Background: an optimization exercise with open tools, aiming at small area, a short achievable clock period and few clock cycles per item. Do not read the settings as production practice.
RTL that was checked went through simulation tests only; none was proved equivalent to the original.

Setup of maple:
==> flow/design.v (excerpt) <==
module fc_layer_top (
    input  wire logic              clk,
    input  wire logic              rstn,
    input  wire logic              in_valid,
    input  wire logic [WORD_W-1:0] in_data,
    output logic                   out_valid,
    output logic      [WORD_W-1:0] out_data
);
For scale: about 240 flip-flops, roughly 18000 um2 of cells after synthesis.
==> module fc_layer_top, before the edit <==
module fc_layer_top (
    input  wire logic              clk,
    input  wire logic              rstn,
    input  wire logic              in_valid,
    input  wire logic [WORD_W-1:0] in_data,
    output logic                   out_valid,
    output logic      [WORD_W-1:0] out_data
);
    localparam int SW = 19;
    function automatic logic [7:0] quant(input logic [SW-1:0] x);
        if ((x[SW-1:15] == '0) || (x[SW-1:15] == '1)) quant = x[15:8];
        else quant = x[SW-1] ? 8'h80 : 8'h7F;
    endfunction
    logic        vq;
    logic [31:0] dq;
    logic [3:0]  cnt;       
    logic [3:0]  nidx;      
    logic        ldq, wtq, finq;
    assign nidx = !vq ? cnt : (cnt == 4'd10) ? 4'd0 : cnt + 4'd1;
    always_ff @(posedge clk) dq <= in_valid ? in_data : '0;
    always_ff @(posedge clk or negedge rstn) begin
        if (!rstn) begin
            vq   <= 1'b0;
            cnt  <= '0;
            ldq  <= 1'b0;
            wtq  <= 1'b0;
            finq <= 1'b0;
        end else begin
            vq   <= in_valid;
            cnt  <= nidx;
            ldq  <= in_valid && (nidx < 4'd2);
            wtq  <= in_valid && (nidx >= 4'd2) && (nidx <= 4'd9);
            finq <= in_valid && (nidx == 4'd10);
        end
    end
    logic [31:0] fhi, fhi_d;
    logic [47:0] flo, flo_d;
    always_comb begin
        for (int b = 0; b < 4; b++) begin
            for (int i = 0; i < 4; i++) begin
                logic f2, f1, f0;
                f2 = fhi[8*b+2*i+1];
                f1 = fhi[8*b+2*i];
                f0 = (i == 0) ? 1'b0 : fhi[8*b+2*i-1];
                flo_d[12*b+3*i]   = f1 ^ f0;
                flo_d[12*b+3*i+1] = (f2 & !f1 & !f0) | (!f2 & f1 & f0);
                flo_d[12*b+3*i+2] = f2;
                fhi_d[8*b+2*i+1] = flo[12*b+3*i+2];
                fhi_d[8*b+2*i]   = flo[12*b+3*i] ^ ((i == 0) ? 1'b0 : flo[12*b+3*i-1]);
            end
        end
    end
    always_ff @(posedge clk) begin
        if (ldq || wtq) begin
            flo <= flo_d;
            fhi <= ldq ? dq : fhi_d;
        end
    end
    logic [SW-1:0] s_d, c_d, cs_s, cs_c;
    fc_dot4_cs u_dot (
        .bd (flo),
        .w  (dq),
        .s  (s_d),
        .c  (c_d)
    );
    always_ff @(posedge clk) begin
        cs_s <= s_d;
        cs_c <= c_d;
    end
    logic e_even, e_r0, e_r1, e_r2, e_a3;
    always_ff @(posedge clk or negedge rstn) begin
        if (!rstn) begin
            e_even <= 1'b0;
            e_r0   <= 1'b0;
            e_r1   <= 1'b0;
            e_r2   <= 1'b0;
            e_a3   <= 1'b0;
        end else begin
            e_even <= wtq && !cnt[0];
            e_r0   <= wtq && (cnt == 4'd3);
            e_r1   <= wtq && (cnt == 4'd5);
            e_r2   <= wtq && (cnt == 4'd7);
            e_a3   <= wtq && (cnt == 4'd9);
        end
    end
    logic [SW-1:0] acc, r0, r1, r2;
    logic [SW-1:0] sum;
    logic [7:0]    b3;
    logic [SW-1:0] r0b, r1b, r2b;
    assign b3  = finq ? dq[31:24] : 8'h00;
    fc_add4 u_sum (
        .x (e_even ? '0 : acc),
        .s (cs_s),
        .c (cs_c),
        .b ({{(SW-8){b3[7]}}, b3}),
        .y (sum)
    );
    function automatic logic [SW-1:0] add_bias(input logic [SW-1:0] r, input logic [7:0] b);
        logic [8:0]    lo;
        logic [SW-9:0] h, inc, dec;
        lo = {1'b0, r[7:0]} + {1'b0, b};
        h  = r[SW-1:8];
        for (int i = 0; i < SW - 8; i++) begin
            inc[i] = h[i] ^ ((i == 0) ? 1'b1 : ((h | ~((SW-8)'((1 << i) - 1))) == '1));
            dec[i] = h[i] ^ ((i == 0) ? 1'b1 : ~|(h & ((1 << i) - 1)));
        end
        if (lo[8] && !b[7])      add_bias = {inc, r[7:0]};
        else if (!lo[8] && b[7]) add_bias = {dec, r[7:0]};
        else                     add_bias = r;
    endfunction
    assign r0b = add_bias(r0, dq[7:0]);
    assign r1b = add_bias(r1, dq[15:8]);
    assign r2b = add_bias(r2, dq[23:16]);
    always_ff @(posedge clk) begin
        if (e_even || e_a3 || finq) acc <= sum;
        if (e_r0 || finq) r0 <= e_r0 ? sum : r0b;
        if (e_r1 || finq) r1 <= e_r1 ? sum : r1b;
        if (e_r2 || finq) r2 <= e_r2 ? sum : r2b;
    end
    always_ff @(posedge clk or negedge rstn) begin
        if (!rstn) out_valid <= 1'b0;
        else       out_valid <= finq;
    end
    assign out_data = {quant(acc), quant(r2), quant(r1), quant(r0)};
endmodule
clock: 9.0 ns
lec_check: 0
cap_margin: 20
core_margin: 2
core_utilization: 55
cts_buf_list: sky130_fd_sc_hd__clkbuf_16
cts_cluster_diameter: 100
cts_cluster_size: 28
place_density: 0.6
setup_slack_margin: 5
slew_margin: 20
standard.sh (not shown) runs the stock make flow with config.mk's settings and CLKGATE_MAP_FILE= SYNTH_SCRIPT=/design/flow/synth_recipe.tcl, a recipe that flattens the netlist after the stock synthesis.
==> flow/flow/run.sh <==
#!/bin/bash
# The standard layout (standard.sh, unchanged synthesis and steps), with
# plain buffers instead of delay cells as the port buffers.
set -euo pipefail
export BUFFER_PORTS_ARGS="-buffer_cell sky130_fd_sc_hd__buf_1"
bash standard.sh > standard.log 2>&1
maple ended with every stage complete and zero timing, DRC or antenna violations.
Testbench counts of maple, summed over its fixed seeds: cycles 4,992, frames 384.
diff inputs: maple => oak
--- a/flow/design.v
+++ b/flow/design.v
@@ -1271,13 +1271,13 @@
             e_a3   <= wtq && (cnt == 4'd9);
         end
     end
     logic [SW-1:0] acc, r0, r1, r2;
     logic [SW-1:0] sum;
     logic [7:0]    b3;
-    logic [SW-1:0] r0b, r1b, r2b;
+    logic [SW-1:0] r0b, r1b, r2b;      
     assign b3  = finq ? dq[31:24] : 8'h00;
     fc_add4 u_sum (
         .x (e_even ? '0 : acc),
         .s (cs_s),
         .c (cs_c),
         .b ({{(SW-8){b3[7]}}, b3}),
@@ -1296,19 +1296,23 @@
         else if (!lo[8] && b[7]) add_bias = {dec, r[7:0]};
         else                     add_bias = r;
     endfunction
     assign r0b = add_bias(r0, dq[7:0]);
     assign r1b = add_bias(r1, dq[15:8]);
     assign r2b = add_bias(r2, dq[23:16]);
+    logic [7:0] q0, q1, q2;
     always_ff @(posedge clk) begin
         if (e_even || e_a3 || finq) acc <= sum;
-        if (e_r0 || finq) r0 <= e_r0 ? sum : r0b;
-        if (e_r1 || finq) r1 <= e_r1 ? sum : r1b;
-        if (e_r2 || finq) r2 <= e_r2 ? sum : r2b;
+        if (e_r0) r0 <= sum;
+        if (e_r1) r1 <= sum;
+        if (e_r2) r2 <= sum;
+        q0 <= quant(r0b);
+        q1 <= quant(r1b);
+        q2 <= quant(r2b);
     end
     always_ff @(posedge clk or negedge rstn) begin
         if (!rstn) out_valid <= 1'b0;
         else       out_valid <= finq;
     end
-    assign out_data = {quant(acc), quant(r2), quant(r1), quant(r0)};
+    assign out_data = {quant(acc), q2, q1, q0};
 endmodule
 `default_nettype wire
Findings:
- oak went all the way through the flow, and no timing, DRC or antenna check failed.
- Going from maple to oak, the number of distinct library cells after synthesis was found to have gone down by 12.
- oak and maple ended up with nearly the same hold slack.
- In the reports, the flip-flop count of oak exceeds that of maple.
- Going from maple to oak, pin count of the biggest net entering global routing grows by 8.7%.
- Comparing oak and maple, sequential share of layout area is lower on maple.
- oak ends up with a synthesized netlist cell count that is 10 lower than in maple.
- Reported for oak and maple, I/O pin total turned out identical to the last digit.
Only the layout flow was run in oak; the RTL was not checked for function there.

-- re-timing with driven ports --
How much do the figures lean on ideal ports? The routed layouts below were timed once more, with nothing changed but the port constraints.
Step 1, drivers: a clkbuf_16 drives clk and a buf_2 each remaining input, both assumed.
Step 2 moves the port delays by t, midway between the first and last clock arrival at a register: inputs arrive t later, outputs are due t later. That takes back most of the time a late clock gives input paths.
Three values: ideal, step 1, step 2; two values: the first two.
run	t (ns)	setup WS [ns]	worst hold slack (ns)
maple	0.566	5.175 / 5.119 / 5.177	0.459 / 0.459 / 0.459
oak	0.565	5.162 / 5.107 / 5.162	0.457 / 0.457 / 0.457
After both steps every run listed still meets setup and hold.
